What follows belongs to an exercise in optimizing a design on an open flow for small area and a short achievable clock period; a production flow would make more cautious choices.
At most, simulation tests tie the RTL to the original design; equivalence was not proved.
Power and IR drop assume default switching activity.

==> branch nickel <==
## alu_top
module alu_top (
    input  logic                      clk,
    input  logic                      reset,
    input  logic                      ce,
    input  logic                      execute,
    input  logic [4:0]                operation,
    input  logic [16-1:0]    ta,
    input  logic [16-1:0]    tb,
    input  logic                      wide,
    input  logic [5:0]                flags_in,
    output logic [32-1:0]    result,
    output logic [5:0]                flags,
    output logic                      done
);
    localparam int CY = 5, P = 4, AC = 3, Z = 2, S = 1, V = 0;
    logic [4:0] op;
    logic       cy_in;
    assign op    = operation;
    assign cy_in = flags_in[CY];
    logic op_valid, is_arith, is_sub, use_c, incdec, is_inc, is_dec, is_neg;
    logic is_log3, is_test;
    logic is_rol, is_ror, is_rolc, is_rorc, is_rot, is_rotc;
    logic is_shl, is_shr, is_shra, is_shift_any, is_mul, mul_signed, psz_op;
  ...
==> flow/config.mk <==
export PLATFORM = sky130hd
export DESIGN_NAME = alu_top
export DESIGN_NICKNAME = alu_top
export VERILOG_FILES = /design/flow/design.v
export SDC_FILE = /design/flow/constraint.sdc
export NUM_CORES = 4
export LEC_CHECK = 0
export CAP_MARGIN = 10
export CORE_MARGIN = 2
export CORE_UTILIZATION = 55
export PLACE_DENSITY = 0.8
export SLEW_MARGIN = 10
==> flow/constraint.sdc <==
create_clock -name core_clock -period 11.0 [get_ports {clk}]
set_input_delay 2.2000 -clock core_clock [delete_from_list [all_inputs] [get_ports {clk}]]
set_output_delay 2.2000 -clock core_clock [all_outputs]
set_load 0.01 [all_outputs]
run.sh (not shown) runs the stock make flow with config.mk's settings and CLKGATE_MAP_FILE= SYNTH_SCRIPT=/design/flow/synth_recipe.tcl, a recipe that flattens the netlist after the stock synthesis.
==> inputs of branch lagoon, as changes to branch nickel <==
Settings changed: CAP_MARGIN 10 to 20, CORE_UTILIZATION 55 to 40, GPL_TIMING_DRIVEN set to 0, PLACE_DENSITY 0.8 to not set, SLEW_MARGIN 10 to 20.
==> summary.txt <==
- Branch nickel passed the timing, design-rule and antenna checks. Branch lagoon finished with timing, DRC and antenna clean.
- Register-to-register slack is about the same in branch nickel and branch lagoon.
- In branch lagoon the critical path depth is lower than in branch nickel, by 1.
- Between branch lagoon and branch nickel, the lower design area is in branch nickel (gap 3.0%, measured against branch nickel).
- Clock power is about the same in branch lagoon and branch nickel.
- Maximum frequency: branch nickel is larger than branch lagoon (about 0.9%).
- Between branch nickel and branch lagoon, the lower setup slack is in branch lagoon (gap 0.10 ns).
- In branch nickel the routed wire length is smaller than in branch lagoon, by about 20%.
No functional check of the RTL was part of any run of this note.

========
==> branch violet: inputs <==
Another version of the RTL of alu_top (not shown whole).
export LEC_CHECK = 0
export ABC_AREA = 1
export CAP_MARGIN = 20
export CORE_MARGIN = 2
export CORE_UTILIZATION = 40
export SETUP_SLACK_MARGIN = 1.3
export SLEW_MARGIN = 20
create_clock -name core_clock -period 11.0 [get_ports {clk}]
standard.sh (not shown) runs the stock make flow with config.mk's settings and CLKGATE_MAP_FILE= SYNTH_SCRIPT=/design/flow/synth_recipe.tcl, a recipe that flattens the netlist after the stock synthesis.
==> flow/flow/run.sh <==
#!/bin/bash
# The standard layout (standard.sh) with two changes:
# - synthesis runs Yosys's synth with -noabc (SYNTH_ARGS), so the full adders
#   are extracted from the design's own gates rather than from ABC's first
#   mapping, which leaves them in mixed polarity with inverters in between;
#   the registers, their names and cells are those of the standard synthesis
# - buffer_ports makes the port buffers from buf_2 cells instead of the slow
#   delay-buffer cell it picks by itself
# The make output goes to make_finish.log here; ORFS keeps each step's log
# under orfs/logs/.
set -euo pipefail
bash standard.sh "SYNTH_ARGS=-noabc" \
    "BUFFER_PORTS_ARGS=-buffer_cell sky130_fd_sc_hd__buf_2" finish > make_finish.log 2>&1
==> inputs of branch delta, as changes to branch violet <==
--- a/flow/design.v
+++ b/flow/design.v
@@ -1523,14 +1523,14 @@
             two_m[i] = ( bx[2 * i + 1] & ~bx[2 * i] & ~(i == 0 ? 1'b0 : bx[2 * i - 1]))
                      | (~bx[2 * i + 1] &  bx[2 * i] &  (i == 0 ? 1'b0 : bx[2 * i - 1]));
             neg_m[i] = bx[2 * i + 1];
         end
     always_comb
         for (int i = 0; i < 8; i++) begin
-            bone[i] = (is_mul & one_m[i]) | oh_sh[2 * i] | (i == 0 && is_arith && !is_neg);
-            btwo[i] = (is_mul & two_m[i]) | oh_sh[2 * i + 1];
+            bone[i] = is_mul ? one_m[i] : oh_sh[2 * i] | (i == 0 && is_arith && !is_neg);
+            btwo[i] = is_mul ? two_m[i] : oh_sh[2 * i + 1];
             bneg[i] = is_mul & neg_m[i];
         end
     assign bd8 = is_mul & tbx[15] & ~mul_signed;
     always_comb begin
         if (is_neg)
             ay = ~ta;
--- a/flow/config.mk
+++ b/flow/config.mk
@@ -6,8 +6,8 @@
 export NUM_CORES = 4
 export LEC_CHECK = 0
 export ABC_AREA = 1
 export CAP_MARGIN = 20
 export CORE_MARGIN = 2
 export CORE_UTILIZATION = 40
-export SETUP_SLACK_MARGIN = 1.3
+export SETUP_SLACK_MARGIN = 2.0
 export SLEW_MARGIN = 20
==> summary.txt <==
Run status: branch violet no timing/DRC/antenna violations; branch delta no timing/DRC/antenna violations
Seq power: branch violet 152 uW; branch delta 153 uW
GR Layer Usage met1: branch violet 46.43%; branch delta 48.12%
Final core utilization: branch violet 45.09%; branch delta 49.98%
Multi-input combinational cell count: branch violet 1580; branch delta 1545
Worst hold slack: branch violet 0.4617 ns; branch delta 0.4593 ns
Wire length reported by the detailed router: branch violet 60200 um; branch delta 61580 um
# placed instances: branch violet 2402; branch delta 2350
Full die area: branch violet 0.03403 mm2; branch delta 0.03324 mm2
Total nets after synthesis: branch violet 2161; branch delta 2130
Endpoint of the worst hold path: branch violet result[25]$_SDFFE_PP0P_; branch delta result[26]$_SDFFE_PP0P_
Power after layout: branch violet 1.368 mW; branch delta 1.573 mW
Logic depth of the worst register-to-register path: branch violet 2; branch delta 4
Later-pin clock latency in the skew report: branch violet 0.28 ns; branch delta 0.27 ns
Worst vdd rail ir drop: branch violet 59.23 uV; branch delta 77.72 uV
Setup crit start: branch violet wide; branch delta operation[1]
Cell area after technology mapping: branch violet 0.01303 mm2; branch delta 0.01272 mm2
Number of library cell types mapped by synthesis: branch violet 64; branch delta 58
WL/cell: branch violet 24.71 um; branch delta 25.24 um
Adder-Cell Fraction of Synth Area: branch violet 25.72%; branch delta 26.35%
Power Combinational: branch violet 1.07 mW; branch delta 1.28 mW
Layout buffer count excluding clock buffers: branch violet 160; branch delta 237
Share of final layout cell area taken by non-clock buffers: branch violet 7.210%; branch delta 11.23%
Clock net power: branch violet 142 uW; branch delta 141 uW
Post-synthesis share of cell area spent on and, or, nand and nor gates: branch violet 25.90%; branch delta 24.20%
For branch violet, only the layout was checked, not whether the RTL still works.

========
==> v13 <==
alu_top with an RTL version that a note above also has.
clock: 11.0 ns
lec_check: 0
abc_area: 1
cap_margin: 20
core_margin: 2
core_utilization: 40
setup_slack_margin: 1.6
slew_margin: 20
Scripts as last shown in full above: flow/flow/run.sh
==> v39 (differences from v13) <==
--- a/flow/config.mk
+++ b/flow/config.mk
@@ -10,4 +10,3 @@
 export CORE_MARGIN = 2
 export CORE_UTILIZATION = 40
-export SETUP_SLACK_MARGIN = 1.6
 export SLEW_MARGIN = 20
==> v22 (differences from v13) <==
--- a/flow/config.mk
+++ b/flow/config.mk
@@ -10,4 +10,4 @@
 export CORE_MARGIN = 2
 export CORE_UTILIZATION = 40
-export SETUP_SLACK_MARGIN = 1.6
+export SETUP_SLACK_MARGIN = 1.0
 export SLEW_MARGIN = 20
==> summary.txt <==
- Against v13, the first-iteration DRC count of v39 is higher by 2.4%.
- Of v22 and v39, v22 has the higher total power (gap 0.79%, measured against v39).
- Routed wire length: v13 is larger than v22 (0.91%).
- Clock-buffer cell count is the same in v22 and v13.
- v39 finished clean. v13 produced a clean layout. v22 ran to the end with no violations.
- Synthesized cell count is the same in v13 and v22.
- The lowest non-clock buffer count belongs to v39, the highest to v13.
- The lowest utilization belongs to v39, the highest to v13.
- Sequential share of layout area, highest first: v39, v22, v13.
- Register-to-register slack is about the same in v22 and v39.
==> figures <==
|  | v39 | v22 | v13 |
|---|---|---|---|
| IR Drop Worst-Case VDD | 0.0000657 V | 0.0000658 V | 0.0000659 V |
| Worst setup slack for register-to-register paths | 10280 ps | 10280 ps | 10290 ps |
| Fraction of layout cells with a size suffix above 1 | 11.2% | 12.5% | 16.2% |
| Relative contribution of sequential cells to total power | 10.6% | 10.6% | 10.3% |
| Slowest cell on crit path | a221oi_1 | fa_1 | fa_1 |
| Avg WL per Cell | 24.4 um | 24.3 um | 24.3 um |
| Number of buffer and inverter instances along the worst setup path | 6 | 6 | 5 |
| Crit. Startpoint | operation[3] | operation[0] | tb[1] |
| Combined area of the multi-input logic cells | 10800 um2 | 10900 um2 | 11100 um2 |
| Required arrival time at the worst endpoint | 11210 ps | 11210 ps | 11140 ps |
| Net switching share of the total power | 55.6% | 55.5% | 55.1% |
| Final period demand of the worst path | 10440 ps | 9570 ps | 9130 ps |
| Internal power of the cells | 0.641 mW | 0.647 mW | 0.672 mW |
| Wire length of the first global-routing pass | 87.5 mm | 87.5 mm | 87.6 mm |
| Worst-path maximum fanout | 17 | 17 | 9 |
| Status | complete, no violations | complete, no violations | complete, no violations |
| Final standard cell area without fillers | 14000 um2 | 14200 um2 | 14700 um2 |
| Nonclk buf count | 162 | 170 | 199 |
| Post-route non-filler standard cell count | 2365 | 2373 | 2403 |
| Met1 routed wirelength after detailed routing | 23.6 mm | 23.2 mm | 23.5 mm |

========
==> inputs of xenon <==
Another version of the RTL of alu_top (not shown whole).
==> flow/design.v (excerpt) <==
module alu_top (
    input  logic                      clk,
    input  logic                      reset,
    input  logic                      ce,
    input  logic                      execute,
    input  logic [4:0]                operation,
    input  logic [16-1:0]    ta,
    input  logic [16-1:0]    tb,
    input  logic                      wide,
    input  logic [5:0]                flags_in,
    output logic [32-1:0]    result,
    output logic [5:0]                flags,
    output logic                      done
);
export LEC_CHECK = 0
export ABC_AREA = 1
export CAP_MARGIN = 20
export CORE_MARGIN = 2
export CORE_UTILIZATION = 40
export SETUP_SLACK_MARGIN = 1.0
export SLEW_MARGIN = 20
create_clock -name core_clock -period 11.0 [get_ports {clk}]
Scripts as last shown in full above: flow/flow/run.sh
==> indigo (differences from xenon) <==
--- a/flow/design.v
+++ b/flow/design.v
@@ -1612,20 +1612,15 @@
         if (is_mul)
             next_result = wide ? prod : {16'd0, prod[15:0]};
         else if (wide)
             next_result = {16'd0, r16};
         else
             next_result = {24'd0, r16[7:0]};
     end
-    logic pp_lo, pp_hi;
-    assign pp_lo = ~^prod[7:0];
-    assign pp_hi = ~^prod[23:16];
-    assign pp = !(is_arith | op[4])        ? ~^lres[7:0]
-              : (is_shl & cnt[4])          ? 1'b1
-              : ((is_shr | is_shra) & cnt_nz) ? pp_hi : pp_lo;
+    assign pp = ~^r16[7:0];
     assign ps = wide ? r16[15] : r16[7];
     assign pz = wide ? (r16 == 16'd0) : (r16[7:0] == 8'd0);
     always_comb begin
         next_flags = flags_in;
         if (is_arith) begin
             if (!incdec) next_flags[CY] = ar_cy;
             next_flags[AC] = ar_ac;
==> flow/config.mk (replaced) <==
export PLATFORM = sky130hd
export DESIGN_NAME = alu_top
export DESIGN_NICKNAME = alu_top
export VERILOG_FILES = /design/flow/design.v
export SDC_FILE = /design/flow/constraint.sdc
export NUM_CORES = 4
export LEC_CHECK = 0
export CAP_MARGIN = 20
export CORE_MARGIN = 2
export CORE_UTILIZATION = 40
export SETUP_SLACK_MARGIN = 1.0
export SLEW_MARGIN = 20
==> onyx (differences from xenon) <==
--- a/flow/design.v
+++ b/flow/design.v
@@ -1612,20 +1612,15 @@
         if (is_mul)
             next_result = wide ? prod : {16'd0, prod[15:0]};
         else if (wide)
             next_result = {16'd0, r16};
         else
             next_result = {24'd0, r16[7:0]};
     end
-    logic pp_lo, pp_hi;
-    assign pp_lo = ~^prod[7:0];
-    assign pp_hi = ~^prod[23:16];
-    assign pp = !(is_arith | op[4])        ? ~^lres[7:0]
-              : (is_shl & cnt[4])          ? 1'b1
-              : ((is_shr | is_shra) & cnt_nz) ? pp_hi : pp_lo;
+    assign pp = ~^r16[7:0];
     assign ps = wide ? r16[15] : r16[7];
     assign pz = wide ? (r16 == 16'd0) : (r16[7:0] == 8'd0);
     always_comb begin
         next_flags = flags_in;
         if (is_arith) begin
             if (!incdec) next_flags[CY] = ar_cy;
             next_flags[AC] = ar_ac;
==> flow/config.mk (replaced) <==
export PLATFORM = sky130hd
export DESIGN_NAME = alu_top
export DESIGN_NICKNAME = alu_top
export VERILOG_FILES = /design/flow/design.v
export SDC_FILE = /design/flow/constraint.sdc
export NUM_CORES = 4
export LEC_CHECK = 0
export ABC_AREA = 1
export CAP_MARGIN = 10
export CORE_MARGIN = 2
export CORE_UTILIZATION = 55
export PLACE_DENSITY = 0.8
export SLEW_MARGIN = 10
==> summary of the runs <==
In indigo the non-clock buffer count is higher than in onyx, by 194.
Sequential power is about the same in xenon and onyx.
Routed wire length, highest first: indigo, xenon, onyx.
Global-route usage: onyx > indigo > xenon.
Design area: indigo is larger than xenon (about 19%).
Synthesized cell count: onyx < indigo < xenon.
==> figures <==
Outcome: indigo complete, no violations; xenon complete, no violations; onyx complete, no violations
Seq. pwr: indigo 0.154 mW; xenon 0.152 mW; onyx 0.153 mW
Per-cell via count in the routed design: indigo 6.57; xenon 6.11; onyx 6.74
Number of inserted diodes: indigo 5; xenon 1; onyx 0
Arrival @ worst endpoint: indigo 10.04 ns; xenon 9.91 ns; onyx 10.61 ns
Transition at the pin with the smallest max-transition slack: indigo 1.14 ns; xenon 0.855 ns; onyx 1.05 ns
Buffers inserted during post-CTS setup optimization: indigo 16; xenon 0; onyx 0
Register-to-Register Setup Slack: indigo 9.45 ns; xenon 10.32 ns; onyx 10.31 ns
Vias in the first global route: indigo 15100; xenon 14300; onyx 14200
Critical path origin: indigo operation[2]; xenon tb[4]; onyx operation[2]
Met2 Wirelength: indigo 29500 um; xenon 24100 um; onyx 24000 um
Fmax: indigo 0.102 GHz; xenon 0.103 GHz; onyx 0.0956 GHz
M1 WL: indigo 29500 um; xenon 25700 um; onyx 20100 um
Launching point of the worst reg2reg path: indigo flags[2]; xenon flags[2]; onyx flags[5]
Only the layout flow was run in xenon; the RTL was not checked for function there.

========
==> run a: inputs <==
alu_top with an RTL version that a note above also has.
Settings: LEC_CHECK=0, ABC_AREA=1, CAP_MARGIN=20, CORE_MARGIN=2, CORE_UTILIZATION=40, SLEW_MARGIN=20; clock period 11.0 ns.
==> flow/flow/run.sh <==
#!/bin/bash
# The standard layout (standard.sh) with two changes:
# - synthesis runs Yosys's synth with -noabc (SYNTH_ARGS), so the full adders
#   are extracted from the design's own gates rather than from ABC's first
#   mapping, which leaves them in mixed polarity with inverters in between;
#   the registers, their names and cells are those of the standard synthesis
# - buffer_ports makes the port buffers from buf_1 cells instead of the slow
#   delay-buffer cell it picks by itself
# The make output goes to make_finish.log here; ORFS keeps each step's log
# under orfs/logs/.
set -euo pipefail
bash standard.sh "SYNTH_ARGS=-noabc" \
    "BUFFER_PORTS_ARGS=-buffer_cell sky130_fd_sc_hd__buf_1" finish > make_finish.log 2>&1
==> run b (differences from run a) <==
==> flow/flow/run.sh (replaced) <==
#!/bin/bash
# The standard layout (standard.sh) with two changes:
# - synthesis runs Yosys's synth with -noabc (SYNTH_ARGS), so the full adders
#   are extracted from the design's own gates rather than from ABC's first
#   mapping, which leaves them in mixed polarity with inverters in between;
#   the registers, their names and cells are those of the standard synthesis
# - buffer_ports makes the port buffers from buf_2 cells instead of the slow
#   delay-buffer cell it picks by itself
# The make output goes to make_finish.log here; ORFS keeps each step's log
# under orfs/logs/.
set -euo pipefail
bash standard.sh "SYNTH_ARGS=-noabc" \
    "BUFFER_PORTS_ARGS=-buffer_cell sky130_fd_sc_hd__buf_2" finish > make_finish.log 2>&1
--- a/flow/config.mk
+++ b/flow/config.mk
@@ -10,3 +10,4 @@
 export CORE_MARGIN = 2
 export CORE_UTILIZATION = 40
+export SETUP_SLACK_MARGIN = 1.3
 export SLEW_MARGIN = 20
==> impl_results.md <==
- Hold Path Sink: result[24]
- Area of the multi-input gates: 11000 µm²
- Non-clock buffer share: 0.0841
- PwrDens: 101 nW/µm²
- Critical path's slowest cell: fa_2
- Status: finished clean
- Crit Reg-Reg Startpoint: flags[5]
- Worst R2R Setup Slack: 10280 ps
- Sw Share: 0.553
- Met1 Use GR: 0.459
- Most frequent cells in the layout: nand2_1, inv_1, xor2_1, o22ai_1, nor2_1
- Dpl hpwl: 46.3 mm
-- figures above: run b

==> impl_results.md <==
- Most frequent cells in the layout: nand2_1, inv_1, xor2_1, nor2_1, o22ai_1
- Critical path's slowest cell: a221oi_1
- Non-clock buffer share: 0.0719
- Crit Reg-Reg Startpoint: result[9]
- Dpl hpwl: 48.6 mm
- Status: finished clean
-- figures above: run a

-- afterwards: timing with drivers on the ports --
No port has a modelled driver above. Below, the same layouts with a new extraction and two added sets of constraints.
Step 1 (the two cells are an assumption about what drives the block):
set clk [get_ports {clk}]
set_driving_cell -lib_cell sky130_fd_sc_hd__clkbuf_16 $clk
set_driving_cell -lib_cell sky130_fd_sc_hd__buf_2 [delete_from_list [all_inputs] $clk]
Step 2 moves the port delays by t, midway between the first and last clock arrival at a register: inputs arrive t later, outputs are due t later. That takes back most of the time a late clock gives input paths.
Three values: no drivers, after step 1, after step 2; two values: the first two.
run	t, ns	slack for setup (ns)	worst setup path after step 2	worst register clock-pin slew, ns
branch nickel	0.316	0.304 / 0.310 / -0.005	input to register	0.06 / 0.06
branch lagoon	0.305	0.204 / 0.210 / -0.095	input to register	0.06 / 0.06
branch violet	0.314	1.635 / 1.635 / 1.321	input to register	0.06 / 0.06
branch delta	0.308	2.117 / 2.120 / 1.812	input to register	0.06 / 0.06
v13	0.316	1.867 / 1.875 / 1.560	input to register	0.06 / 0.06
v39	0.316	0.558 / 0.571 / 0.255	input to register	0.06 / 0.06
v22	0.318	1.425 / 1.436 / 1.118	input to register	0.06 / 0.06
xenon	0.312	1.299 / 1.311 / 0.999	input to register	0.06 / 0.06
indigo	0.311	1.155 / 1.156 / 0.845	input to register	0.06 / 0.06
onyx	0.307	0.535 / 0.540 / 0.233	input to register	0.06 / 0.06
run a	0.315	0.495 / 0.507 / 0.192	input to register	0.06 / 0.06
run b	0.317	1.696 / 1.707 / 1.390	input to register	0.06 / 0.06
Met with ideal ports but missed after step 2: setup timing in branch nickel and branch lagoon. The setup slack of branch violet, which loses most, moves by 0.000 ns with the drivers and by -0.314 ns with both steps.
